Background: an optimization exercise with open tools, aiming at small area and a short achievable clock period. Do not read the settings as production practice.
At most, simulation tests tie the RTL to the original design; equivalence was not proved.
No functional check of the RTL was part of runs 1, 2 and 4 to 6.
Power and IR drop assume default switching activity.

`flow/run.sh`:
```
#!/bin/bash
# synth_recipe.tcl (not shown) runs the flow's synth.tcl, then flattens the netlist and writes it again
# the make line also repeats each setting of config.mk as NAME=value (left out here)
make -C /OpenROAD-flow-scripts/flow DESIGN_CONFIG=/design/flow/config.mk WORK_HOME=/design/flow/orfs CLKGATE_MAP_FILE= SYNTH_SCRIPT=/design/flow/synth_recipe.tcl finish
```
`flow/config.mk`:
```
export PLATFORM = sky130hd
export DESIGN_NAME = gp_imem
export DESIGN_NICKNAME = gp_imem
export VERILOG_FILES = /design/flow/design.v
export SDC_FILE = /design/flow/constraint.sdc
export NUM_CORES = 4
export LEC_CHECK = 0
export CAP_MARGIN = 20
export CORE_MARGIN = 2
export CORE_UTILIZATION = 60
export PLACE_DENSITY = 0.7
export SETUP_SLACK_MARGIN = 3.0
export SLEW_MARGIN = 20
```
`flow/constraint.sdc`:
```
create_clock -name core_clock -period 5.5 [get_ports {clk}]
set_input_delay 1.1000 -clock core_clock [delete_from_list [all_inputs] [get_ports {clk}]]
set_output_delay 1.1000 -clock core_clock [all_outputs]
set_load 0.01 [all_outputs]
```
`flow/design.v`:
```
package gp_imem_pkg;
  localparam int          BOOT_WORDS_DEF = 42;
  localparam logic [31:0] NOP_WORD_DEF   = 32'h0000_0000;
  localparam logic [BOOT_WORDS_DEF*32-1:0] BOOT_TABLE = {
    32'h00000000,
    32'h00000000,
    32'h00000000,
    32'h00000000,
    32'h00000000,
    32'h1000ffff,
    32'hac020000,
    32'h00431020,
    32'h24030002,
    32'h24020001,
    32'h00000000,
    32'h0bf00000,
    32'h00000000,
    32'h02000008,
    32'h26100300,
    32'h3c100000,
    32'h00000000,
    32'h11e0fffc,
    32'h31ef0001,
    32'h8d8f0004,
    32'h00000000,
    32'h15aefffe,
    32'h25ad0001,
    32'h240e0040,
    32'h240d0000,
    32'had8c0000,
    32'h358c0001,
    32'h3c0c2000,
    32'h00000000,
    32'h1540fffa,
    32'h254affff,
    32'h25290004,
    32'h25080004,
    32'had2b0000,
    32'h8d0b0000,
    32'h240a0010,
    32'h25290200,
    32'h3c090000,
    32'h25080100,
    32'h3c080000,
    32'h37bd0ff0,
    32'h3c1d1000
  };
  typedef enum logic {
    BOOT = 1'b0,
    RUN  = 1'b1
  } gp_state_e;
endpackage
module gp_imem_boot_rom #(
  parameter int                DATA_W     = 32,
  parameter int                IDX_W      = 6,
  parameter int                BOOT_WORDS = gp_imem_pkg::BOOT_WORDS_DEF,
  parameter logic [DATA_W-1:0] NOP_WORD   = DATA_W'(gp_imem_pkg::NOP_WORD_DEF)
) (
  input  logic [IDX_W-1:0]  idx,
  output logic [DATA_W-1:0] word
);
  always_comb begin
    word = NOP_WORD;
    if ((32'(idx) < BOOT_WORDS) && (32'(idx) < gp_imem_pkg::BOOT_WORDS_DEF))
      word = DATA_W'(gp_imem_pkg::BOOT_TABLE[32*idx +: 32]);
  end
endmodule
module gp_imem (
  input  logic        clk,
  input  logic        rst,
  input  logic [29:0] addr,
  input  logic        stall,
  output logic [31:0] inst,
  output logic        ready,
  input  logic        reload,
  input  logic        wr_en,
  input  logic [29:0] wr_addr,
  input  logic [31:0] wr_data,
  output logic        wr_ack,
  output logic        wr_err,
  output logic        par_err
);
  localparam int DEPTH = 64;
  localparam int BOOT_WORDS = gp_imem_pkg::BOOT_WORDS_DEF;
  logic        run_q;           
  logic [5:0]  boot_idx_q;      
  logic [5:0]  ra_q;            
  logic        ra_hi_q;         
  logic [31:0] inst_q;
  logic        wr_ack_q, wr_err_q;
  logic [31:0] mem [DEPTH];
  logic [31:0] boot_word;
  logic        boot_last, wr_accept, wr_hi, wen, run_d, ra_hi_d, rd_en, hit;
  logic [5:0]  waddr, ra_d;
  logic [31:0] wdata, rd, inst_d;
  logic [DEPTH-1:0] we, rsel;
  gp_imem_boot_rom u_boot_rom (
    .idx  (boot_idx_q),
    .word (boot_word)
  );
  assign boot_last = (boot_idx_q == 6'(BOOT_WORDS - 1));
  assign wr_accept = run_q & ~reload & wr_en;
  assign wr_hi     = |wr_addr[29:6];
  assign run_d     = run_q ? ~reload : boot_last;
  assign ra_d      = stall ? ra_q : addr[5:0];
  assign ra_hi_d   = stall ? ra_hi_q : |addr[29:6];
  assign wen   = ~run_q | (wr_accept & ~wr_hi);
  assign waddr = run_q ? wr_addr[5:0] : boot_idx_q;
  assign wdata = run_q ? wr_data : boot_word;
  for (genvar i = 0; i < DEPTH; i++) begin : g_dec
    assign we[i]   = wen && (waddr == 6'(i));
    assign rsel[i] = (ra_d == 6'(i));
  end
  assign rd_en = run_d & ~ra_hi_d;
  assign hit   = wen && (waddr == ra_d);
  always_comb begin
    rd = '0;
    for (int i = 0; i < DEPTH; i++) rd = rd | ({32{rsel[i]}} & mem[i]);
  end
  assign inst_d = rd_en ? (hit ? wdata : rd) : 32'h0;
  always_ff @(posedge clk or negedge rst) begin
    if (!rst) begin
      run_q      <= 1'b0;
      boot_idx_q <= '0;
      ra_q       <= '0;
      ra_hi_q    <= 1'b0;
      inst_q     <= '0;
      wr_ack_q   <= 1'b0;
      wr_err_q   <= 1'b0;
    end else begin
      run_q      <= run_d;
      if (!run_q) boot_idx_q <= boot_last ? 6'd0 : boot_idx_q + 6'd1;
      ra_q       <= ra_d;
      ra_hi_q    <= ra_hi_d;
      inst_q     <= inst_d;
      wr_ack_q   <= wr_accept;
      wr_err_q   <= wr_accept & wr_hi;
    end
  end
  for (genvar i = 0; i < DEPTH; i++) begin : g_word
    always_ff @(posedge clk) begin
      if (we[i]) mem[i] <= wdata;
    end
  end
  assign ready   = run_q;
  assign inst    = inst_q;
  assign par_err = 1'b0;
  assign wr_ack  = wr_ack_q;
  assign wr_err  = wr_err_q;
endmodule
```
==> flow_summary.yaml, run 1 <==
clock_tree:
  cts-root-buf: "clkbuf_16"
  cts_inserted_buffers: 196
  cts_buffer_depth: 3
  htree_levels: 4
  cts.sinks: 2096
status:
  error: "[ERROR GRT-0232] Routing congestion too high. Check the congestion heatmap in the GUI."
  stop_stage: "global routing"
  status: "stopped before the end"
logic_synthesis:
  async_flop_share: 0.0229
  muxShareOfSynthArea: 0.00279
  yosys.area_share.simple: 0.0429
  synth_fa_ha_area_frac: 0.00187
  synth_compound_area_frac: 0.139
  synthXorXnorAreaFrac: 0.000998
  synthesis.area_um2: 79000
  synthDistinctLibCells: 84
  synthCells: 4536
  yosys_warnings: 3
  synth_top_family_by_area: "compound AO/OA/AOI/OAI gates"
  ys_ff_latch: 2096
  synth_flop_cell: "edfxtp_1"
  syn_avg_cell_area_um2: 17.4
  synth_edf_count: 2048
  seq_area_frac_synth: 0.793
floorplan:
  io_pins: 133
  rows: 133
  die_y_um: 367
  floorplan.initialDensity: 0.603
  die_w_um: 367
placed_design:
  place_ws_ns: 0.532
  io_buffers: 131
  hpwlAfterDp_um: 204000
  place.gp.congestion: 0.990
  place_area_um2: 86300
global_route:
  grt_max_degree: 66
  overflow: 99
  grtUsageTotal: 0.778
Yosys cell counts, types with 7 or more instances:
master / instances / area (um2)
a221o_1: 14 / 140
a21oi_1: 55 / 275
buf_6: 9 / 101
buf_4: 11 / 82.6
mux2_2: 8 / 90.1
a32oi_1: 12 / 105
clkbuf_1: 149 / 559
nor3b_1: 11 / 82.6
buf_2: 107 / 536
inv_1: 14 / 52.6
a22o_1: 159 / 1390
a222oi_1: 91 / 911
and4_1: 12 / 105
o22ai_1: 54 / 338
a31oi_1: 14 / 87.6
o211ai_1: 10 / 75.1
or3b_1: 7 / 61.3
nand2_1: 166 / 623
a2bb2oi_1: 46 / 403
nand3_1: 67 / 335
buf_1: 33 / 124
and3b_1: 9 / 78.8
and3_1: 9 / 56.3
dfrtp_1: 48 / 1200
nor4_1: 44 / 275
a2111oi_0: 14 / 123
o2111ai_1: 16 / 140
xnor2_1: 8 / 70.1
a221oi_1: 133 / 1160
mux2i_1: 13 / 130
o22a_1: 18 / 158
nand4_1: 104 / 651
ha_1: 11 / 138
or3_1: 10 / 62.6
a22oi_1: 609 / 4570
nor2_1: 123 / 462
edfxtp_1: 2048 / 61500
nor3_1: 40 / 200
nand3b_1: 7 / 52.6
a21o_1: 11 / 82.6
o21ai_0: 114 / 571
or4_1: 10 / 75.1
a32o_1: 8 / 80.1
kinds of logic after synthesis:
kind of cell | after synthesis
flip-flops | 2096
AO/OA/AOI/OAI | 1418
AND/OR/NAND/NOR | 652
buffers and inverters | 327
multiplexers | 21
adder cells (fa/ha/maj) | 12
XOR/XNOR | 9
other | 1
power groups by stage:
| stage | clock (mW) | sequential (mW) | combinational, mW |
|---|---|---|---|
| floorplan | 0 | 23.6 | 4.82 |
| global placement | 0 | 23.7 | 9.63 |
| detailed placement | 0 | 23.8 | 9.88 |
| CTS | 13.3 | 23.3 | 15.7 |
worst max path at each step:
stage                        from         end  slack (ns)  depth (start not counted)
after floorplan             stall  inst_q[16]        2.16                         12
after global placement    addr[1]  inst_q[11]        0.35                         10
after detailed placement  addr[2]  inst_q[17]        0.53                          8
after CTS                   stall  inst_q[28]        2.59                         14
per-layer routing:
| layer | track usage | overflow |
|---|---|---|
| met1 | 0.796 | 1 |
| met2 | 0.877 | 46 |
| met3 | 0.696 | 0 |
| met4 | 0.720 | 52 |
| met5 | 0.497 | 0 |
what timing repair did:
action | 4_1_cts
resized for setup | 1100
hold buffers | 0
gates cloned | 131
endpoints found under the setup margin | 4126
buffers inserted | 535
pin swaps | 214
through the flow:
stage	power, mW	util	cells
after detailed placement	33.7	0.658	6485
after floorplan	28.4	-	4536
after CTS	52.3	0.795	7520
after global placement	33.4	0.658	6484
==> run 2: changes to the inputs <==
--- a/flow/config.mk
+++ b/flow/config.mk
@@ -8,6 +8,8 @@
 export CAP_MARGIN = 20
 export CORE_MARGIN = 2
 export CORE_UTILIZATION = 60
+export CTS_CLUSTER_DIAMETER = 100
+export CTS_CLUSTER_SIZE = 30
 export PLACE_DENSITY = 0.7
-export SETUP_SLACK_MARGIN = 3.0
+export SETUP_SLACK_MARGIN = 1.5
 export SLEW_MARGIN = 20
==> flow_summary.yaml, run 2 <==
status:
  status: "complete, no violations"
timing:
  timing.final.ws_setup_ns: 1.31
  hold_viol_final: 0
  slew_headroom: 0.172
  fmax_ghz: 0.239
  setup_tns_ns: 0
  period_minus_slack_ns: 4.19
  slew_violations: 0
  fin_crit_sh: 0.762
  skew_ns: 0.0346
  final-setup-viol-count: 0
  tightest_slew_ns: 1.24
  rsz0062_at_grt: "true"
global_route:
  grt_pass1_wl_um: 461000
  grt_pass1_vias: 50300
  antenna_found_initial: 13
  grt_max_degree: 66
  grtUsageTotal: 0.522
  overflow: 0
drt:
  vias: 56500
  drc: 0
  drt_pass1_iterations: 12
  post_drt_wl_per_cell_um: 53.0
  wl_um: 354000
  vias_per_cell: 8.45
  drt_iter0_markers: 13900
  ant_nets: 0
floorplan:
  die_y_um: 367
  floorplan.initialDensity: 0.603
  die_w_um: 367
  core_um2: 131000
  rows: 133
  design.die.area_um2: 135000
  io_pins: 133
clock_tree:
  cts_tree: "yes"
  cts_buffer_depth: 3
  cts_inserted_buffers: 81
  path_clk_slew_ns: 0.11
  cts.sinks: 2096
  insertion_delay_ns: 0.75
  htree_levels: 3
  cts-root-buf: "clkbuf_16"
placed_design:
  placed_cells: 6510
  place_ws_ns: 0.323
  hpwlAfterDp_um: 206000
  place.gp.congestion: 1.01
  io_buffers: 131
power_and_ir_drop:
  p_leak_nw: 27.7
  power_mw: 41.8
  peakVddDrop_mv: 1.15
  power_density_nw_per_um2: 470
logic_synthesis:
  synthDistinctLibCells: 84
  ys_ff_latch: 2096
  async_flop_share: 0.0229
  yosys_warnings: 3
  synth.area.top_cells: "edfxtp_1, a22oi_1, a22o_1"
  synth_top_cell_by_area: "edfxtp_1"
  synth_flop_cell: "edfxtp_1"
  synthCells: 4536
  synthesis.area_um2: 79000
  synth_top_cell_area_share: 0.778
  synth_commonest_cells: "edfxtp_1, a22oi_1, nand2_1, a22o_1, clkbuf_1"
  yosysMostFrequentCell: "edfxtp_1"
  seq_area_frac_synth: 0.793
  synth_edf_count: 2048
  syn_avg_cell_area_um2: 17.4
finish:
  final_cell_mix: "edfxtp_1, a22oi_1, buf_4"
  largest_reg_flops: 2048
  final_common_cell: "edfxtp_1"
  final_cells: 6683
  fin_util: 0.678
  regMostFlops: "mem"
  nets: 4959
  fill_cells: 8693
  reg_top3: "mem (2048), inst_q (32)"
  syn2layout_area_growth_pct: 12.5
  drive_gt1_frac: 0.137
run:
  drv_cap: 0
critical_path:
  endpoint_kind: "flip-flop"
  worst_ep_required_time_ns: 6.08
  reg2reg_slack_ns: 1.46
  cp.arrival_ns: 4.77
  worstSetupPathType: "in2reg"
  startpoint_type: "input pin"
  crit_fanout: 19
worst_hold_path:
  hold_class: "in2async"
-- run 2: cell counts after synthesis --
No cell type changed its count.
-- run 2: worst max-delay path, cell delays in order --
cell and delay (ns):
clkdlybuf4s50_1 0.62, or3b_1 0.67, nand2_2 0.29, buf_4 0.31, nand2_1 0.56, o22ai_1 0.25
nor3_1 0.77, a31oi_1 0.15
-- run 2: worst paths after layout --
| check | startpoint | to | cells past startpoint |
|---|---|---|---|
| max in group asynchronous | rst | inst_q[20] | 2 |
| worst max register to register | boot_idx_q[3] | inst_q[31] | 8 |
| worst min-delay path | rst | boot_idx_q[4] | 1 |
| worst max-delay path | addr[5] | inst_q[2] | 8 |
| worst min register to register | ra_hi_q | ra_hi_q | 2 |
| min in group core_clock | ra_hi_q | ra_hi_q | 2 |
-- run 2: cell type report --
class	instances	area (um2)	share of cell area
Multi-Input combinational cell	2113	15700	0.176
Timing Repair Buffer	544	5800	0.0652
Clock inverter	8	115	0.00129
Tap cell	1755	2200	0.0247
Sequential cell	2096	62700	0.705
Clock buffer	124	2290	0.0258
Inverter	15	56.3	0.000633
Antenna cell	28	70.1	0.000788
-- run 2: cells by family (layout without fill, tap and decap cells) --
| group | count (synthesis) | count (layout) | synth area share |
|---|---|---|---|
| other cells | 1 | 29 | 0.0000475 |
| flops | 2096 | 2096 | 0.793 |
| compound gates | 1418 | 1418 | 0.139 |
| mux | 21 | 21 | 0.00279 |
| fa+ha+maj | 12 | 12 | 0.00187 |
| buf+inv | 327 | 691 | 0.0188 |
| simple gates | 652 | 652 | 0.0429 |
| xor+xnor | 9 | 9 | 0.000998 |
-- run 2: routing by layer --
layer | routed length, um | GRT usage | part of all wire
met1 | 105000 | 0.652 | 0.30
met2 | 140000 | 0.707 | 0.40
met3 | 71300 | 0.249 | 0.20
met4 | 37200 | 0.393 | 0.11
met5 | 80 | 0.00178 | 0.00023
-- run 2: timing repair --
item / in CTS / in global routing
hold buffers: 0 / 0
setup buffers: 5 / 7
gates resized for setup: 6 / 19
setup endpoints to repair: 19 / 341
pin swaps: 4 / 5
-- run 2: through the flow --
stage,hold slack [ns],instance area (um2)
6_report,0.210,88900
5_1_grt,0.241,88800
4_1_cts,0.222,88600
3_5_place_dp,0.487,86200
3_3_place_gp,0.474,86100
2_1_floorplan,0.450,79000
-- run 2: report_power, final --
| group | total (mW) | internal (mW) | leakage [nW] | switching [mW] |
|---|---|---|---|---|
| Sequential | 23.4 | 23.0 | 19.4 | 0.406 |
| Clock | 7.77 | 3.01 | 1.16 | 4.76 |
| Combinational | 10.6 | 1.84 | 7.11 | 8.80 |
| Total | 41.8 | 27.8 | 27.7 | 14.0 |
==> run 3: changes to the inputs <==
--- a/flow/design.v
+++ b/flow/design.v
@@ -92,7 +92,7 @@
   logic [31:0] boot_word;
   logic        boot_last, wr_accept, wr_hi, wen, run_d, ra_hi_d, rd_en, hit;
   logic [5:0]  waddr, ra_d;
-  logic [31:0] wdata, rd, inst_d;
+  logic [31:0] wdata, rd;
   logic [DEPTH-1:0] we, rsel;
   gp_imem_boot_rom u_boot_rom (
     .idx  (boot_idx_q),
@@ -107,17 +107,16 @@
   assign wen   = ~run_q | (wr_accept & ~wr_hi);
   assign waddr = run_q ? wr_addr[5:0] : boot_idx_q;
   assign wdata = run_q ? wr_data : boot_word;
+  assign rd_en = run_d & ~ra_hi_d;
   for (genvar i = 0; i < DEPTH; i++) begin : g_dec
     assign we[i]   = wen && (waddr == 6'(i));
-    assign rsel[i] = (ra_d == 6'(i));
+    assign rsel[i] = rd_en && (ra_d == 6'(i)) && !we[i];
   end
-  assign rd_en = run_d & ~ra_hi_d;
-  assign hit   = wen && (waddr == ra_d);
+  assign hit = rd_en && wen && (waddr == ra_d);
   always_comb begin
-    rd = '0;
+    rd = {32{hit}} & wdata;
     for (int i = 0; i < DEPTH; i++) rd = rd | ({32{rsel[i]}} & mem[i]);
   end
-  assign inst_d = rd_en ? (hit ? wdata : rd) : 32'h0;
   always_ff @(posedge clk or negedge rst) begin
     if (!rst) begin
       run_q      <= 1'b0;
@@ -132,7 +131,7 @@
       if (!run_q) boot_idx_q <= boot_last ? 6'd0 : boot_idx_q + 6'd1;
       ra_q       <= ra_d;
       ra_hi_q    <= ra_hi_d;
-      inst_q     <= inst_d;
+      inst_q     <= rd;
       wr_ack_q   <= wr_accept;
       wr_err_q   <= wr_accept & wr_hi;
     end
--- a/flow/config.mk
+++ b/flow/config.mk
@@ -7,9 +7,6 @@
 export LEC_CHECK = 0
 export CAP_MARGIN = 20
 export CORE_MARGIN = 2
-export CORE_UTILIZATION = 60
-export CTS_CLUSTER_DIAMETER = 100
-export CTS_CLUSTER_SIZE = 30
-export PLACE_DENSITY = 0.7
+export CORE_UTILIZATION = 40
 export SETUP_SLACK_MARGIN = 1.5
 export SLEW_MARGIN = 20
==> flow_summary.yaml, run 3 <==
critical_path:
  worstSetupEndpoint: "inst_q[24]"
  crit_fanout: 7
  timing.rr.start: "boot_idx_q[5]"
  cp.arrival_ns: 4.84
  worstSetupPathType: "in2reg"
  reg2reg_to: "inst_q[2]"
  endpoint_kind: "flip-flop"
  ff2ff_path_depth: 16
  reg2reg_slack_ns: 1.50
  timing.critical_path.from: "wr_addr[10]"
  worst_ep_required_time_ns: 6.24
  startpoint_type: "input pin"
placed_design:
  hpwlAfterDp_um: 195000
  place_area_um2: 86300
  place.gp.congestion: 0.983
  io_buffers: 131
run:
  drv_cap: 0
logic_synthesis:
  synthDistinctLibCells: 70
  synthCells: 4242
  async_flop_share: 0.0229
  seq_area_frac_synth: 0.811
  synth_top_cell_by_area: "edfxtp_1"
  synth_compound_area_frac: 0.127
  muxShareOfSynthArea: 0.00183
  ys_ff_latch: 2096
  synth_flop_cell: "edfxtp_1"
  synthesis.area_um2: 77300
  synthXorXnorAreaFrac: 0.00102
  syn_avg_cell_area_um2: 18.2
  synth_commonest_cells: "edfxtp_1, a22oi_1, a22o_1, a221oi_1, nand3_1"
  yosysMostFrequentCell: "edfxtp_1"
  yosys_warnings: 3
  synth_fa_ha_area_frac: 0.00194
  synth.area.top_cells: "edfxtp_1, a22oi_1, a22o_1"
  synth_top_cell_area_share: 0.795
  synth_edf_count: 2048
  synth_top_family_by_area: "compound AO/OA/AOI/OAI gates"
  yosys.area_share.simple: 0.0417
floorplan:
  core_um2: 192000
  rows: 161
  die_y_um: 444
  io_pins: 133
  floorplan.initialDensity: 0.402
  die_w_um: 444
  design.die.area_um2: 197000
status:
  status: "complete, no violations"
power_and_ir_drop:
  peakVddDrop_mv: 0.367
  power_mw: 37.8
  power_density_nw_per_um2: 402
  p_leak_nw: 30.4
drt:
  drt_iter0_markers: 10100
  post_drt_wl_per_cell_um: 43.8
  vias_per_cell: 6.91
  ant_nets: 0
  vias: 51900
  wl_um: 329000
  drc: 0
  drt_pass1_iterations: 6
timing:
  period_minus_slack_ns: 4.10
  slew_violations: 0
  skew_ns: 0.0464
  rsz0062_at_grt: "true"
  slew_headroom: 0.226
  final-setup-viol-count: 0
  fmax_ghz: 0.244
  hold_viol_final: 0
  tightest_slew_ns: 1.16
  fin_crit_sh: 0.745
  setup_tns_ns: 0
finish:
  drive_gt1_frac: 0.213
  nets: 4921
  syn2layout_area_growth_pct: 21.8
  fin_util: 0.490
  regMostFlops: "mem"
  seq_area_um2: 62700
  final_common_cell: "edfxtp_1"
  multi_input_area_um2: 15500
  fill_cells: 15600
  final_cell_area_um2: 94200
  final_cell_mix: "edfxtp_1, a22oi_1, buf_4"
  reg_top3: "mem (2048), inst_q (32)"
  largest_reg_flops: 2048
clock_tree:
  cts_inserted_buffers: 196
  path_clk_slew_ns: 0.07
  cts_tree: "yes"
  cts-root-buf: "clkbuf_16"
  insertion_delay_ns: 0.89
  cts.sinks: 2096
  htree_levels: 4
  cts_hold_buf: 0
  cts_buffer_depth: 3
worst_hold_path:
  hold_class: "in2async"
global_route:
  busiest_layer: "met2"
  overflow: 0
  antenna_found_initial: 23
  grt_max_degree: 65
  use_met1: 0.421
  grt_pass1_vias: 47600
  use_met2: 0.484
  use_met3: 0.114
  grt_pass1_wl_um: 434000
  grtUsageTotal: 0.328
[run 3: changes by cell type in the layout (fill, tap and decap cells not counted), sizes merged, moves of 86 or more]
cell	before	now
a221oi	133	256
a22oi	612	414
buf	412	500
nand3	68	154
clkbuf	125	277
a22o	159	264
[run 3: cell families (layout without fill, tap and decap cells)]
kind of cell,count (synthesis),after routing
flops,2096,2096
compound gates,1199,1199
simple gates,622,622
buf+inv,289,1024
mux,14,14
fa+ha+maj,12,12
xor+xnor,9,9
other cells,1,12
[run 3: power breakdown]
part | switching (mW) | internal, mW
Combinational | 3.85 | 0.658
Clock | 6.03 | 7.44
Sequential | 0.0971 | 19.7
[run 3: how the worst min path moves through the flow]
stage,startpoint,endpoint,cells past startpoint
3_3_place_gp,mem[7][14],inst_q[14],2
3_5_place_dp,mem[7][14],inst_q[14],2
4_1_cts,rst,inst_q[12],1
5_1_grt,rst,inst_q[11],1
2_1_floorplan,mem[11][29],inst_q[29],2
6_report,rst,inst_q[11],1
[run 3: metal layers]
metal | wire, um | vias up
met1 | 113000 | 26700
met5 | 174 | -
met4 | 22900 | 28
met2 | 142000 | 4857
li1 | - | 19300
met3 | 51400 | 1036
[run 3: repair_timing]
item / in CTS / in global routing
endpoints found under the setup margin: 96 / 160
endpoints found under the hold margin: 0 / 0
setup buffers: 40 / 17
cloned: 2 / 1
pin swaps: 29 / 42
resized for setup: 147 / 82
[run 3: layout make-up]
cell class              instances  area share
flip-flops and latches       2096       0.666
multi-input cells            1857       0.164
repair buffers                629      0.0679
clock buffers                 273      0.0573
well taps                    2526      0.0336
clock inverters                90     0.00945
inverters                      32     0.00132
diodes                         11    0.000292
[run 3: through the flow]
stage / setup slack, ns / instances / hold slack [ns]
2_1_floorplan: 0.281 / 4242 / 0.449
3_3_place_gp: -0.160 / 7077 / 0.472
3_5_place_dp: -0.0547 / 7078 / 0.480
4_1_cts: 1.48 / 7483 / 0.276
5_1_grt: 1.42 / 7503 / 0.303
6_report: 1.40 / 7514 / 0.291
[run 3: critical path: stages]
cell       delay [ns]
buf_6            0.10
or4_4            0.52
or4_4            0.58
o21ai_4          0.24
buf_12           0.19
a2111oi_4        0.08
buf_6            0.16
buf_4            0.17
buf_4            0.20
a222oi_1         0.48
nand4_1          0.46
or4_1            0.54
==> run 4: changes to the inputs <==
--- a/flow/design.v
+++ b/flow/design.v
@@ -92,7 +92,7 @@
   logic [31:0] boot_word;
   logic        boot_last, wr_accept, wr_hi, wen, run_d, ra_hi_d, rd_en, hit;
   logic [5:0]  waddr, ra_d;
-  logic [31:0] wdata, rd;
+  logic [31:0] wdata, rd, inst_d;
   logic [DEPTH-1:0] we, rsel;
   gp_imem_boot_rom u_boot_rom (
     .idx  (boot_idx_q),
@@ -107,16 +107,27 @@
   assign wen   = ~run_q | (wr_accept & ~wr_hi);
   assign waddr = run_q ? wr_addr[5:0] : boot_idx_q;
   assign wdata = run_q ? wr_data : boot_word;
+  for (genvar i = 0; i < DEPTH; i++) begin : g_dec
+    assign we[i] = wen && (waddr == 6'(i));
+  end
   assign rd_en = run_d & ~ra_hi_d;
-  for (genvar i = 0; i < DEPTH; i++) begin : g_dec
-    assign we[i]   = wen && (waddr == 6'(i));
-    assign rsel[i] = rd_en && (ra_d == 6'(i)) && !we[i];
+  assign hit   = wen && (waddr == ra_d);
+  gp_imem_dec u_rsel (
+    .a   (ra_d),
+    .sel (rsel)
+  );
+  for (genvar b = 0; b < 32; b++) begin : g_rd
+    logic [DEPTH-1:0] col;
+    for (genvar i = 0; i < DEPTH; i++) begin : g_col
+      assign col[i] = mem[i][b];
+    end
+    gp_imem_rdbit u_rdbit (
+      .sel (rsel),
+      .d   (col),
+      .y   (rd[b])
+    );
   end
-  assign hit = rd_en && wen && (waddr == ra_d);
-  always_comb begin
-    rd = {32{hit}} & wdata;
-    for (int i = 0; i < DEPTH; i++) rd = rd | ({32{rsel[i]}} & mem[i]);
-  end
+  assign inst_d = rd_en ? (hit ? wdata : rd) : 32'h0;
   always_ff @(posedge clk or negedge rst) begin
     if (!rst) begin
       run_q      <= 1'b0;
@@ -131,7 +142,7 @@
       if (!run_q) boot_idx_q <= boot_last ? 6'd0 : boot_idx_q + 6'd1;
       ra_q       <= ra_d;
       ra_hi_q    <= ra_hi_d;
-      inst_q     <= rd;
+      inst_q     <= inst_d;
       wr_ack_q   <= wr_accept;
       wr_err_q   <= wr_accept & wr_hi;
     end
@@ -147,3 +158,34 @@
   assign wr_ack  = wr_ack_q;
   assign wr_err  = wr_err_q;
 endmodule
+module gp_imem_dec (
+  input  logic [5:0]  a,
+  output logic [63:0] sel
+);
+  for (genvar i = 0; i < 64; i++) begin : g_sel
+    assign sel[i] = (a == 6'(i));
+  end
+endmodule
+module gp_imem_rdbit (
+  input  logic [63:0] sel,
+  input  logic [63:0] d,
+  output logic        y
+);
+  logic [21:0] t;    
+  for (genvar g = 0; g < 21; g++) begin : g_grp
+    gp_imem_aoi222 u_aoi (
+      .a0 (sel[3*g]),   .b0 (d[3*g]),
+      .a1 (sel[3*g+1]), .b1 (d[3*g+1]),
+      .a2 (sel[3*g+2]), .b2 (d[3*g+2]),
+      .y  (t[g])
+    );
+  end
+  assign t[21] = ~(sel[63] & d[63]);
+  assign y = ~&t;
+endmodule
+module gp_imem_aoi222 (
+  input  logic a0, b0, a1, b1, a2, b2,
+  output logic y
+);
+  assign y = ~((a0 & b0) | (a1 & b1) | (a2 & b2));
+endmodule
==> flow/flow/run.sh (new file) <==
#!/bin/bash
# Standard layout, with buf_4 as the port buffer instead of the cell buffer_ports picks by itself
# (a delay cell that repair_timing cannot resize out of its footprint).
set -euo pipefail
export BUFFER_PORTS_ARGS="-buffer_cell sky130_fd_sc_hd__buf_4"
bash standard.sh > standard.log 2>&1
==> flow/standard.sh (new file) <==
#!/bin/bash
# synth_recipe.tcl (not shown) runs the flow's synth.tcl, then flattens the netlist and writes it again
# the make line also repeats each setting of config.mk as NAME=value (left out here)
make -C /OpenROAD-flow-scripts/flow DESIGN_CONFIG=/design/flow/config.mk WORK_HOME=/design/flow/orfs CLKGATE_MAP_FILE= SYNTH_SCRIPT=/design/flow/synth_recipe.tcl "${@:-finish}"
--- a/flow/config.mk
+++ b/flow/config.mk
@@ -10,3 +10,4 @@
 export CORE_UTILIZATION = 40
 export SETUP_SLACK_MARGIN = 1.5
 export SLEW_MARGIN = 20
+export SYNTH_HIERARCHICAL = 1
removed: flow/run.sh
==> flow_summary.yaml, run 4 <==
status:
  status: "complete, no violations"
placed_design:
  hpwlAfterDp_um: 144000
  place.gp.congestion: 0.915
  io_buffers: 131
floorplan:
  die_y_um: 437
  die_w_um: 437
  core_um2: 186000
  rows: 158
  floorplan.initialDensity: 0.403
  design.die.area_um2: 191000
  io_pins: 133
power_and_ir_drop:
  peakVddDrop_mv: 0.380
  power_density_nw_per_um2: 520
  p_leak_nw: 28.3
global_route:
  grt_pass1_wl_um: 333000
  grt_pass1_vias: 42800
  overflow: 0
  grtUsageTotal: 0.247
  grt_max_degree: 66
  antenna_found_initial: 7
timing:
  period_minus_slack_ns: 4.05
  tightest_slew_ns: 1.19
  slew_headroom: 0.206
  fmax_ghz: 0.247
  final-setup-viol-count: 0
  hold_ws_ns: 0.330
  fin_crit_sh: 0.736
  slew_violations: 0
  rsz0062_at_grt: "true"
  skew_ns: 0.0440
  hold_viol_final: 0
logic_synthesis:
  synth_top_cell_by_area: "edfxtp_1"
  yosysMostFrequentCell: "edfxtp_1"
  muxShareOfSynthArea: 0.00736
  seq_area_frac_synth: 0.837
  yosys_warnings: 9
  async_flop_share: 0.0229
  synth_flop_cell: "edfxtp_1"
  synth_compound_area_frac: 0.108
  synth_fa_ha_area_frac: 0.00180
  synthXorXnorAreaFrac: 0.000935
  synth_top_family_by_area: "compound AO/OA/AOI/OAI gates"
  yosys.area_share.simple: 0.0395
  ys_ff_latch: 2096
  synthDistinctLibCells: 65
  syn_avg_cell_area_um2: 20.3
  synth.area.top_cells: "edfxtp_1, a222oi_1, dfrtp_1"
  synthesis.area_um2: 74900
  synth_top_cell_area_share: 0.821
  synth_commonest_cells: "edfxtp_1, a222oi_1, nor2_1, nand4_1, nand2_1"
  synthCells: 3685
  synth_edf_count: 2048
run:
  drv_cap: 0
clock_tree:
  cts-root-buf: "clkbuf_16"
  cts_tree: "yes"
  htree_levels: 4
  cts.sinks: 2096
  path_clk_slew_ns: 0.06
  insertion_delay_ns: 0.85
  cts_buffer_depth: 3
  cts_inserted_buffers: 200
  cts_hold_buf: 0
drt:
  ant_nets: 0
  drc: 0
  drt_iter0_markers: 7907
  vias: 44800
  post_drt_wl_per_cell_um: 35.2
  drt_pass1_iterations: 9
  vias_per_cell: 6.51
  wl_um: 243000
critical_path:
  startpoint_type: "input pin"
  critical-path-max-stage-delay_ns: 0.73
  cp_common_cell: "buf_4"
  crit_fanout: 18
  worst_ep_required_time_ns: 6.25
  crit_slowest_cell: "nand4_1"
  cp.arrival_ns: 4.79
  worstPathCellList: "buf_4 > mux2_4 > or4b_4 > nor2_4 > buf_4 > buf_4 > a222oi_1 > nand4_1 > nor4_4 > nand2_1 > a31oi_1 > a311oi_1"
  worstSetupPathType: "in2reg"
  endpoint_kind: "flip-flop"
finish:
  reg_top3: "mem (2048), inst_q (32)"
  regMostFlops: "mem"
  nets: 4341
  syn2layout_area_growth_pct: 19.0
  multi_input_area_um2: 13100
  final_cell_mix: "edfxtp_1, a222oi_1, buf_4"
  final_common_cell: "edfxtp_1"
  drive_gt1_frac: 0.214
  fill_cells: 15400
  seq_area_um2: 62700
  fin_util: 0.480
  largest_reg_flops: 2048
worst_hold_path:
  hold_class: "in2async"
[run 4: cell types whose count changed after synthesis, sizes merged, moves of 98 or more]
cell	before	now
clkbuf	139	34
a222oi	65	672
a221oi	256	2
a22oi	414	2
a22o	264	2
nand3	154	56
[run 4: metal layers]
| layer | track usage | up-vias | part of all wire |
|---|---|---|---|
| met3 | 0.0550 | 520 | 0.12 |
| met4 | 0.138 | 2 | 0.059 |
| met1 | 0.321 | 23200 | 0.36 |
| met2 | 0.386 | 3124 | 0.46 |
| met5 | 0 | - | 0.000049 |
| li1 | - | 18000 | - |
[run 4: worst paths after layout]
kind | startpoint | end | slack, ns | cells after the start
setup reg to reg | boot_idx_q[0] | mem[49][15] | 1.58 | 8
max in group asynchronous | rst | run_q | 4.52 | 1
hold reg to reg | ra_hi_q | ra_hi_q | 0.52 | 2
min in group core_clock | ra_hi_q | ra_hi_q | 0.52 | 2
setup / recovery | stall | inst_q[5] | 1.45 | 12
hold / removal | rst | inst_q[7] | 0.33 | 1
[run 4: where the power goes]
group / switching (mW) / internal (mW) / total (mW)
clock: 5.95 / 7.79 / 13.7
combinational: 7.92 / 1.63 / 9.56
sequential: 0.440 / 22.6 / 23.1
total: 14.3 / 32.1 / 46.4
[run 4: stage by stage]
stage | power, mW | worst slack [ns] | std cells | cell area (um2) | TNS [ns]
2_1_floorplan | 27.3 | 1.20 | 3685 | 75100 | 0
3_3_place_gp | 32.3 | -0.361 | 6487 | 82100 | -0.773
3_5_place_dp | 32.7 | -0.252 | 6490 | 82100 | -0.319
4_1_cts | 46.2 | 1.36 | 6862 | 88800 | 0
5_1_grt | 47.5 | 1.37 | 6884 | 89100 | 0
6_report | 46.4 | 1.45 | 6888 | 89100 | 0
[run 4: area by class of cell]
class / instances / area share
diodes: 6 / 0.000168
multi-input cells: 1502 / 0.147
inverters: 14 / 0.000590
clock inverters: 122 / 0.0139
well taps: 2480 / 0.0348
flip-flops and latches: 2096 / 0.704
clock buffers: 248 / 0.0594
repair buffers: 420 / 0.0402
[run 4: critical path: cells and delay by family]
kind,cells,cell delay [ns]
buffers and inverters,3,0.60
AO/OA/AOI/OAI,3,0.45
AND/OR/NAND/NOR,5,2.17
multiplexers,1,0.43
[run 4: kinds of logic after synthesis]
logic type / count (synthesis)
AO/OA/AOI/OAI: 854
XOR/XNOR: 8
multiplexers: 49
other: 2
AND/OR/NAND/NOR: 576
adder cells (fa/ha/maj): 11
buffers and inverters: 89
flip-flops: 2096
[run 4: repair_timing]
action,CTS,global route
gates cloned,0,2
resized for setup,22,20
pin swaps,10,8
buffers inserted,2,17
endpoints found under the setup margin,146,242
[run 4: modules after synthesis, one instance, submodules excluded]
| module | cell area, um2 | times used | flip-flops and latches | cells inside |
|---|---|---|---|---|
| gp_imem | 64900 | 1 | 2096 | 2440 |
| gp_imem_aoi222 | 10.0 | 672 | 0 | 1 |
| gp_imem_boot_rom | 1170 | 1 | 0 | 190 |
| gp_imem_dec | 465 | 1 | 0 | 95 |
| gp_imem_rdbit | 51.3 | 32 | 0 | 9 |
==> run 5: changes to the inputs <==
--- a/flow/design.v
+++ b/flow/design.v
@@ -89,10 +89,10 @@
   logic [31:0] inst_q;
   logic        wr_ack_q, wr_err_q;
   logic [31:0] mem [DEPTH];
-  logic [31:0] boot_word;
-  logic        boot_last, wr_accept, wr_hi, wen, run_d, ra_hi_d, rd_en, hit;
-  logic [5:0]  waddr, ra_d;
-  logic [31:0] wdata, rd, inst_d;
+  logic [31:0] boot_word, wdata, inst_d;
+  logic        boot_last, wr_accept, wr_hi, host_wen, run_d, ra_hi_d, rd_en;
+  logic        hit, boot_hit, host_hit, kill, take;
+  logic [5:0]  ra_d;
   logic [DEPTH-1:0] we, rsel;
   gp_imem_boot_rom u_boot_rom (
     .idx  (boot_idx_q),
@@ -101,17 +101,20 @@
   assign boot_last = (boot_idx_q == 6'(BOOT_WORDS - 1));
   assign wr_accept = run_q & ~reload & wr_en;
   assign wr_hi     = |wr_addr[29:6];
+  assign host_wen  = wr_accept & ~wr_hi;
   assign run_d     = run_q ? ~reload : boot_last;
   assign ra_d      = stall ? ra_q : addr[5:0];
   assign ra_hi_d   = stall ? ra_hi_q : |addr[29:6];
-  assign wen   = ~run_q | (wr_accept & ~wr_hi);
-  assign waddr = run_q ? wr_addr[5:0] : boot_idx_q;
   assign wdata = run_q ? wr_data : boot_word;
-  for (genvar i = 0; i < DEPTH; i++) begin : g_dec
-    assign we[i] = wen && (waddr == 6'(i));
-  end
-  assign rd_en = run_d & ~ra_hi_d;
-  assign hit   = wen && (waddr == ra_d);
+  for (genvar i = 0; i < DEPTH; i++) begin : g_we
+    assign we[i] = (~run_q && boot_idx_q == 6'(i)) || (host_wen && wr_addr[5:0] == 6'(i));
+  end
+  assign rd_en    = run_d & ~ra_hi_d;
+  assign boot_hit = ~run_q && (boot_idx_q == ra_d);
+  assign host_hit = host_wen && (wr_addr[5:0] == ra_d);
+  assign hit      = boot_hit | host_hit;
+  assign take     = rd_en & hit;
+  assign kill     = rd_en & ~hit;
   gp_imem_dec u_rsel (
     .a   (ra_d),
     .sel (rsel)
@@ -122,12 +125,14 @@
       assign col[i] = mem[i][b];
     end
     gp_imem_rdbit u_rdbit (
-      .sel (rsel),
-      .d   (col),
-      .y   (rd[b])
-    );
-  end
-  assign inst_d = rd_en ? (hit ? wdata : rd) : 32'h0;
+      .sel  (rsel),
+      .d    (col),
+      .kill (kill),
+      .take (take),
+      .w    (wdata[b]),
+      .y    (inst_d[b])
+    );
+  end
   always_ff @(posedge clk or negedge rst) begin
     if (!rst) begin
       run_q      <= 1'b0;
@@ -162,16 +167,32 @@
   input  logic [5:0]  a,
   output logic [63:0] sel
 );
+  logic [5:0] an;
+  logic [7:0] lo_n, hi_n;
+  assign an = ~a;
+  for (genvar j = 0; j < 8; j++) begin : g_pre
+    gp_imem_nand3 u_lo (
+      .a (j[0] ? a[0] : an[0]), .b (j[1] ? a[1] : an[1]), .c (j[2] ? a[2] : an[2]), .y (lo_n[j])
+    );
+    gp_imem_nand3 u_hi (
+      .a (j[0] ? a[3] : an[3]), .b (j[1] ? a[4] : an[4]), .c (j[2] ? a[5] : an[5]), .y (hi_n[j])
+    );
+  end
   for (genvar i = 0; i < 64; i++) begin : g_sel
-    assign sel[i] = (a == 6'(i));
+    gp_imem_nor2 u_sel (.a (lo_n[i % 8]), .b (hi_n[i / 8]), .y (sel[i]));
   end
 endmodule
 module gp_imem_rdbit (
   input  logic [63:0] sel,
   input  logic [63:0] d,
+  input  logic        kill,
+  input  logic        take,
+  input  logic        w,
   output logic        y
 );
-  logic [21:0] t;    
+  logic [23:0] t;    
+  logic [5:0]  u;    
+  logic [1:0]  v;    
   for (genvar g = 0; g < 21; g++) begin : g_grp
     gp_imem_aoi222 u_aoi (
       .a0 (sel[3*g]),   .b0 (d[3*g]),
@@ -180,8 +201,20 @@
       .y  (t[g])
     );
   end
-  assign t[21] = ~(sel[63] & d[63]);
-  assign y = ~&t;
+  gp_imem_nand2 u_last (.a (sel[63]), .b (d[63]), .y (t[21]));
+  assign t[23:22] = 2'b11;
+  for (genvar k = 0; k < 6; k++) begin : g_n4
+    gp_imem_nand4 u_n4 (.a (t[4*k]), .b (t[4*k+1]), .c (t[4*k+2]), .d (t[4*k+3]), .y (u[k]));
+  end
+  gp_imem_nor3 u_v0 (.a (u[0]), .b (u[1]), .c (u[2]), .y (v[0]));
+  gp_imem_nor3 u_v1 (.a (u[3]), .b (u[4]), .c (u[5]), .y (v[1]));
+  gp_imem_rdout u_out (.v0 (v[0]), .v1 (v[1]), .kill (kill), .take (take), .w (w), .y (y));
+endmodule
+module gp_imem_rdout (
+  input  logic v0, v1, kill, take, w,
+  output logic y
+);
+  assign y = (~(v0 & v1) & kill) | (w & take);
 endmodule
 module gp_imem_aoi222 (
   input  logic a0, b0, a1, b1, a2, b2,
@@ -189,3 +222,33 @@
 );
   assign y = ~((a0 & b0) | (a1 & b1) | (a2 & b2));
 endmodule
+module gp_imem_nand2 (
+  input  logic a, b,
+  output logic y
+);
+  assign y = ~(a & b);
+endmodule
+module gp_imem_nand3 (
+  input  logic a, b, c,
+  output logic y
+);
+  assign y = ~(a & b & c);
+endmodule
+module gp_imem_nand4 (
+  input  logic a, b, c, d,
+  output logic y
+);
+  assign y = ~(a & b & c & d);
+endmodule
+module gp_imem_nor2 (
+  input  logic a, b,
+  output logic y
+);
+  assign y = ~(a | b);
+endmodule
+module gp_imem_nor3 (
+  input  logic a, b, c,
+  output logic y
+);
+  assign y = ~(a | b | c);
+endmodule
--- a/flow/config.mk
+++ b/flow/config.mk
@@ -8,6 +8,8 @@
 export CAP_MARGIN = 20
 export CORE_MARGIN = 2
 export CORE_UTILIZATION = 40
+export CTS_CLUSTER_DIAMETER = 80
+export CTS_CLUSTER_SIZE = 20
 export SETUP_SLACK_MARGIN = 1.5
 export SLEW_MARGIN = 20
 export SYNTH_HIERARCHICAL = 1
==> flow_summary.yaml, run 5 <==
status:
  status: "complete, no violations"
critical_path:
  endpoint_kind: "flip-flop"
  worst_ep_required_time_ns: 6.15
  worstPathCellList: "buf_4 > mux2i_2 > inv_1 > inv_1 > nand3_2 > buf_6 > nor2_4 > buf_4 > a222oi_1 > nand4_1 > nor3_4 > nand2_1 > a22o_1"
  crit_fanout: 21
  timing.critical_path.buf_inv: 5
  ff2ff_path_depth: 10
  worstSetupPathType: "in2reg"
  startpoint_type: "input pin"
  timing.rr.start: "boot_idx_q[1]"
  critPathTopFamily: "simple AND/OR/NAND/NOR gates"
  critical-path-max-stage-delay_ns: 0.58
  reg2reg_to: "inst_q[16]"
  cp.arrival_ns: 4.75
  reg2reg_slack_ns: 1.54
  crit_slowest_cell: "a222oi_1"
global_route:
  antenna_found_initial: 8
  grtUsageTotal: 0.243
  grt_pass1_vias: 41300
  overflow: 0
  grt_pass1_wl_um: 330000
  grt_max_degree: 66
logic_synthesis:
  async_flop_share: 0.0229
  synth_edf_count: 2048
  yosysMostFrequentCell: "edfxtp_1"
  synth_flop_cell: "edfxtp_1"
  seq_area_frac_synth: 0.831
  syn_avg_cell_area_um2: 20.1
  yosys_warnings: 9
  synthesis.area_um2: 75400
  synth.area.top_cells: "edfxtp_1, a222oi_1, nand4_1"
  synth_commonest_cells: "edfxtp_1, a222oi_1, nand4_1, nand2_1, nor2_1"
  synthCells: 3753
  synthDistinctLibCells: 72
  synth_top_cell_by_area: "edfxtp_1"
  ys_ff_latch: 2096
  synth_top_cell_area_share: 0.816
timing:
  hold_ws_ns: 0.288
  skew_ns: 0.0667
  timing.final.ws_setup_ns: 1.40
  slew_violations: 0
  setup_tns_ns: 0
  rsz0062_at_grt: "true"
  period_minus_slack_ns: 4.10
  final-setup-viol-count: 0
  fmax_ghz: 0.244
  tightest_slew_ns: 1.13
  hold_viol_final: 0
  slew_headroom: 0.248
  fin_crit_sh: 0.746
clock_tree:
  cts_buffer_depth: 3
  htree_levels: 3
  path_clk_slew_ns: 0.08
  cts_hold_buf: 0
  cts.sinks: 2096
  insertion_delay_ns: 0.81
  cts_inserted_buffers: 117
  cts-root-buf: "clkbuf_16"
  cts_tree: "yes"
power_and_ir_drop:
  peakVddDrop_mv: 0.382
  power_mw: 40.9
  p_leak_nw: 26.7
  power_density_nw_per_um2: 475
floorplan:
  die_y_um: 438
  core_um2: 188000
  rows: 159
  design.die.area_um2: 192000
  floorplan.initialDensity: 0.402
  io_pins: 133
  die_w_um: 438
worst_hold_path:
  hold_class: "in2async"
finish:
  reg_top3: "mem (2048), inst_q (32)"
  final_cell_mix: "edfxtp_1, a222oi_1, buf_4"
  drive_gt1_frac: 0.179
  regMostFlops: "mem"
  final_common_cell: "edfxtp_1"
  nets: 4343
  final_cells: 6794
  fin_util: 0.459
  largest_reg_flops: 2048
  final_cell_area_um2: 86100
  syn2layout_area_growth_pct: 14.2
drt:
  post_drt_wl_per_cell_um: 35.3
  drt_iter0_markers: 9272
  wl_um: 240000
  ant_nets: 0
  drt_pass1_iterations: 10
  drc: 0
  vias_per_cell: 6.50
  vias: 44200
placed_design:
  place.gp.congestion: 0.935
  place_ws_ns: 0.181
  placed_cells: 6604
  io_buffers: 131
  place_area_um2: 82500
  hpwlAfterDp_um: 144000
run:
  drv_cap: 0
## run 5: changes by cell type after synthesis, moves of 32 or more
cell	delta
nor2_1	-67
nand2_1	+67
a31oi_1	-33
a211oi_1	-34
nor3_2	+64
conb_1	+32
o21ai_0	+59
nand4_1	+68
## run 5: modules after synthesis (local to each module, per instance), a selection
module | area [um2] | times used | flops+latches
gp_imem_aoi222 | 10.0 | 672 | 0
gp_imem_rdbit | 3.75 | 32 | 0
gp_imem_boot_rom | 1270 | 1 | 0
gp_imem_rdout | 12.5 | 32 | 0
gp_imem_nand2 | 3.75 | 32 | 0
gp_imem | 64600 | 1 | 2096
gp_imem_dec | 22.5 | 1 | 0
gp_imem_nand4 | 6.26 | 192 | 0
gp_imem_nor3 | 10.0 | 64 | 0
gp_imem_nor2 | 3.75 | 64 | 0
## run 5: area by class of cell
cell class / instances / area [um2]
Tap cell: 2495 / 3120
Inverter: 25 / 93.8
Antenna cell: 4 / 10.0
Clock buffer: 169 / 3140
Timing Repair Buffer: 374 / 3030
Sequential cell: 2096 / 62700
Fill cell: 15600 / 101000
Multi-Input combinational cell: 1620 / 13800
Clock inverter: 11 / 161
## run 5: power breakdown
| part | internal [mW] | total [mW] | switching (mW) |
|---|---|---|---|
| Combinational | 1.45 | 9.02 | 7.58 |
| Sequential | 22.6 | 22.9 | 0.327 |
| Clock | 3.99 | 9.00 | 5.01 |
## run 5: per-layer routing
| metal | share of wire | global-route usage |
|---|---|---|
| met1 | 0.39 | 0.342 |
| met4 | 0.043 | 0.0993 |
| met2 | 0.46 | 0.375 |
| met5 | 0.000050 | 0 |
| met3 | 0.11 | 0.0408 |
## run 5: worst register-to-register path, stage by stage (launching register included)
cell and delay (ns):
dfrtp_1 0.57, inv_1 0.35, ha_1 0.56, buf_4 0.28, nor2_1 0.13, nor2_1 0.33
nor3_1 0.12, o32ai_2 0.31, mux2_2 0.68, buf_12 0.35, a22o_1 0.20
## run 5: worst max-delay path by stage
stage	from	to	slack [ns]	cells past startpoint
floorplan	wr_addr[18]	mem[21][0]	1.40	5
CTS	stall	inst_q[19]	1.46	13
finish	stall	inst_q[3]	1.40	13
global placement	stall	inst_q[27]	0.21	12
detailed placement	stall	inst_q[27]	0.18	12
global route	stall	inst_q[16]	1.40	14
## run 5: repair_timing
item	CTS	global route
pin swaps	3	17
setup endpoints to repair	73	187
buffers inserted	0	3
gates resized for setup	13	28
gates cloned	1	1
endpoints found under the hold margin	0	0
## run 5: logic make-up (layout without fill, tap and decap cells)
kind of cell	Yosys count	count (layout)	share of synthesized area
and+or+nand+nor	624	626	0.0469
other	34	70	0.00169
muxes	41	41	0.00597
xor gates and xnor gates	17	17	0.00197
AOI/OAI and AO/OA	857	857	0.105
buffers and inverters	71	579	0.00476
DFF	2096	2096	0.831
adders and majority gates	13	13	0.00212
==> run 6: changes to the inputs <==
--- a/flow/config.mk
+++ b/flow/config.mk
@@ -7,9 +7,9 @@
 export LEC_CHECK = 0
 export CAP_MARGIN = 20
 export CORE_MARGIN = 2
-export CORE_UTILIZATION = 40
+export CORE_UTILIZATION = 45
 export CTS_CLUSTER_DIAMETER = 80
 export CTS_CLUSTER_SIZE = 20
-export SETUP_SLACK_MARGIN = 1.5
+export SETUP_SLACK_MARGIN = 2.8
 export SLEW_MARGIN = 20
 export SYNTH_HIERARCHICAL = 1
==> flow_summary.yaml, run 6 <==
status:
  status: "complete, no violations"
global_route:
  grt_max_degree: 66
  grt_pass1_wl_um: 342000
  grt_pass1_vias: 42400
  antenna_found_initial: 14
  overflow: 0
  grtUsageTotal: 0.288
clock_tree:
  path_clk_slew_ns: 0.09
  cts.sinks: 2096
  cts_inserted_buffers: 118
  cts_buffer_depth: 3
  cts_tree: "yes"
  insertion_delay_ns: 0.82
  htree_levels: 3
  cts-root-buf: "clkbuf_16"
finish:
  reg_top3: "mem (2048), inst_q (32)"
  nets: 4776
  largest_reg_flops: 2048
  fin_util: 0.557
  final_common_cell: "edfxtp_1"
  syn2layout_area_growth_pct: 23.2
  final_cell_mix: "edfxtp_1, a222oi_1, buf_4"
  regMostFlops: "mem"
  drive_gt1_frac: 0.278
drt:
  wl_um: 271000
  vias_per_cell: 6.91
  post_drt_wl_per_cell_um: 39.0
  ant_nets: 0
  drt_pass1_iterations: 10
  drt_iter0_markers: 10600
  vias: 48100
  drc: 0
critical_path:
  crit_fanout: 12
  cp_common_cell: "buf_4"
  worst_ep_required_time_ns: 6.18
  endpoint_kind: "flip-flop"
  startpoint_type: "input pin"
  worstPathCellList: "buf_16 > mux2i_4 > inv_4 > buf_4 > buf_4 > buf_4 > nand3_4 > buf_4 > nor2_4 > a222oi_1 > nand4_1 > nor3_4 > nand2_1 > a22o_1"
  worstSetupPathType: "in2reg"
  ff2ff_path_depth: 13
  cp.arrival_ns: 4.32
  crit_slowest_cell: "nor3_4"
  critical-path-max-stage-delay_ns: 0.54
floorplan:
  floorplan.initialDensity: 0.452
  io_pins: 133
  rows: 150
  core_um2: 167000
  die_y_um: 413
  design.die.area_um2: 171000
  die_w_um: 413
logic_synthesis:
  yosysMostFrequentCell: "edfxtp_1"
  seq_area_frac_synth: 0.831
  synth_fa_ha_area_frac: 0.00212
  yosys_warnings: 9
  muxShareOfSynthArea: 0.00597
  synthXorXnorAreaFrac: 0.00197
  synthCells: 3753
  synth_commonest_cells: "edfxtp_1, a222oi_1, nand4_1, nand2_1, nor2_1"
  synth_top_cell_area_share: 0.816
  ys_ff_latch: 2096
  synthesis.area_um2: 75400
  yosys.area_share.simple: 0.0469
  synth_top_family_by_area: "compound AO/OA/AOI/OAI gates"
  synth_flop_cell: "edfxtp_1"
  synthDistinctLibCells: 72
  syn_avg_cell_area_um2: 20.1
  synth_edf_count: 2048
  synth.area.top_cells: "edfxtp_1, a222oi_1, nand4_1"
  synth_compound_area_frac: 0.105
  synth_top_cell_by_area: "edfxtp_1"
  async_flop_share: 0.0229
power_and_ir_drop:
  peakVddDrop_mv: 0.424
  power_density_nw_per_um2: 485
  p_leak_nw: 29.8
timing:
  fmax_ghz: 0.275
  fin_crit_sh: 0.661
  period_minus_slack_ns: 3.63
  setup_tns_ns: 0
  slew_headroom: 0.347
  slew_violations: 0
  rsz0062_at_grt: "true"
  final-setup-viol-count: 0
  skew_ns: 0.0446
  timing.final.ws_setup_ns: 1.87
  hold_viol_final: 0
  tightest_slew_ns: 0.980
placed_design:
  place_ws_ns: 0.207
  hpwlAfterDp_um: 144000
  io_buffers: 131
  place.gp.congestion: 0.966
worst_hold_path:
  hold_class: "in2async"
run:
  drv_cap: 0
run 6: per-module statistics from Yosys, one instance, submodules excluded, a selection:
module,cells inside,cell area [um2]
gp_imem_rdbit,1,3.75
gp_imem_nand4,1,6.26
gp_imem_nand3,1,5.00
gp_imem_rdout,2,12.5
gp_imem_nand2,1,3.75
gp_imem_aoi222,1,10.0
gp_imem,2411,64600
gp_imem_nor3,1,10.0
gp_imem_dec,6,22.5
gp_imem_nor2,1,3.75
run 6: final cells by class:
| class | instances | area, um2 |
|---|---|---|
| fillers | 12600 | 74000 |
| repair buffers | 757 | 8240 |
| clock buffers | 171 | 3160 |
| multi-input cells | 1669 | 15500 |
| well taps | 2204 | 2760 |
| clock inverters | 19 | 298 |
| flip-flops and latches | 2096 | 62700 |
| inverters | 25 | 144 |
| diodes | 16 | 40.0 |
run 6: path summary, 6_finish.rpt:
kind                               from       endpoint  slack [ns]
worst min register to register  ra_hi_q        ra_hi_q        0.50
min in group core_clock         ra_hi_q        ra_hi_q        0.50
worst min-delay path                rst       wr_ack_q        0.40
worst max-delay path              stall      inst_q[5]        1.87
worst max register to register  ra_q[3]      inst_q[5]        2.02
max in group asynchronous           rst  boot_idx_q[5]        4.32
run 6: worst max-delay path, delay by kind of cell:
kind                   cells  cell delay [ns]
AO/OA/AOI/OAI              2             0.66
buffers and inverters      6             0.81
AND/OR/NAND/NOR            5             1.39
multiplexers               1             0.31
run 6: power breakdown:
group | switching, mW | internal, mW
sequential | 0.360 | 22.5
clock | 5.07 | 4.13
combinational | 9.49 | 3.51
run 6: layer usage:
metal  share of wire  routed length, um  global-route usage
met5         0.00029                 78                   0
met1            0.36              97800               0.406
met3            0.13              36000              0.0587
met4           0.064              17400               0.117
met2            0.44             120000               0.441
run 6: cells by family (layout without fill, tap and decap cells):
family / after synthesis / after routing
flops: 2096 / 2096
compound gates: 857 / 857
mux: 41 / 74
buf+inv: 71 / 972
xor+xnor: 17 / 17
fa+ha+maj: 13 / 13
other cells: 34 / 82
simple gates: 624 / 642
run 6: repair_timing:
item / 4_1_cts / 5_1_grt
endpoints found under the setup margin: 4029 / 3287
gates cloned: 32 / 47
pin swaps: 222 / 212
buffers inserted: 157 / 192
resized for setup: 350 / 316
hold buffers: 0 / 0
run 6: metrics by stage:
| stage | hold slack, ns | cells | instance area (um2) | total power [mW] |
|---|---|---|---|---|
| after global routing | 0.448 | 6942 | 92800 | 45.9 |
| after floorplan | 0.448 | 3785 | 76400 | 27.0 |
| after global placement | 0.478 | 6323 | 82300 | 31.7 |
| after CTS | 0.400 | 6702 | 89100 | 41.7 |
| after detailed placement | 0.474 | 6323 | 82300 | 31.9 |
| final | 0.399 | 6957 | 92900 | 45.1 |

## what the ideal ports hide
Ports are ideal in the flow. The routed layouts listed here were re-timed in OpenROAD.
Step 1 sets driving cells, clkbuf_16 on the clock port and buf_2 on the other inputs (assumed; they add their load-dependent delay and slew).
Step 2 moves the port delays by t, midway between the first and last clock arrival at a register: inputs arrive t later, outputs are due t later. That takes back most of the time a late clock gives input paths.
Three values: ideal, step 1, step 2; two values: the first two.
| run | t, ns | setup slack, ns | worst register clock-pin slew, ns | worst data-port slew with drivers (ns) |
|---|---|---|---|---|
| run 2 | 0.824 | 1.311 / 1.370 / 0.546 | 0.12 / 0.12 | 0.06 |
| run 3 | 0.958 | 1.400 / 1.457 / 0.499 | 0.07 / 0.07 | 0.05 |
| run 4 | 0.916 | 1.455 / 1.517 / 0.601 | 0.07 / 0.07 | 0.18 |
| run 5 | 0.863 | 1.397 / 1.459 / 0.597 | 0.09 / 0.09 | 0.09 |
| run 6 | 0.861 | 1.866 / 1.846 / 0.986 | 0.09 / 0.09 | 0.13 |
After both steps setup and hold are still met in every run listed. For run 3, which loses most, drivers alone change the setup slack by +0.057 ns; drivers and shift together by -0.901 ns.
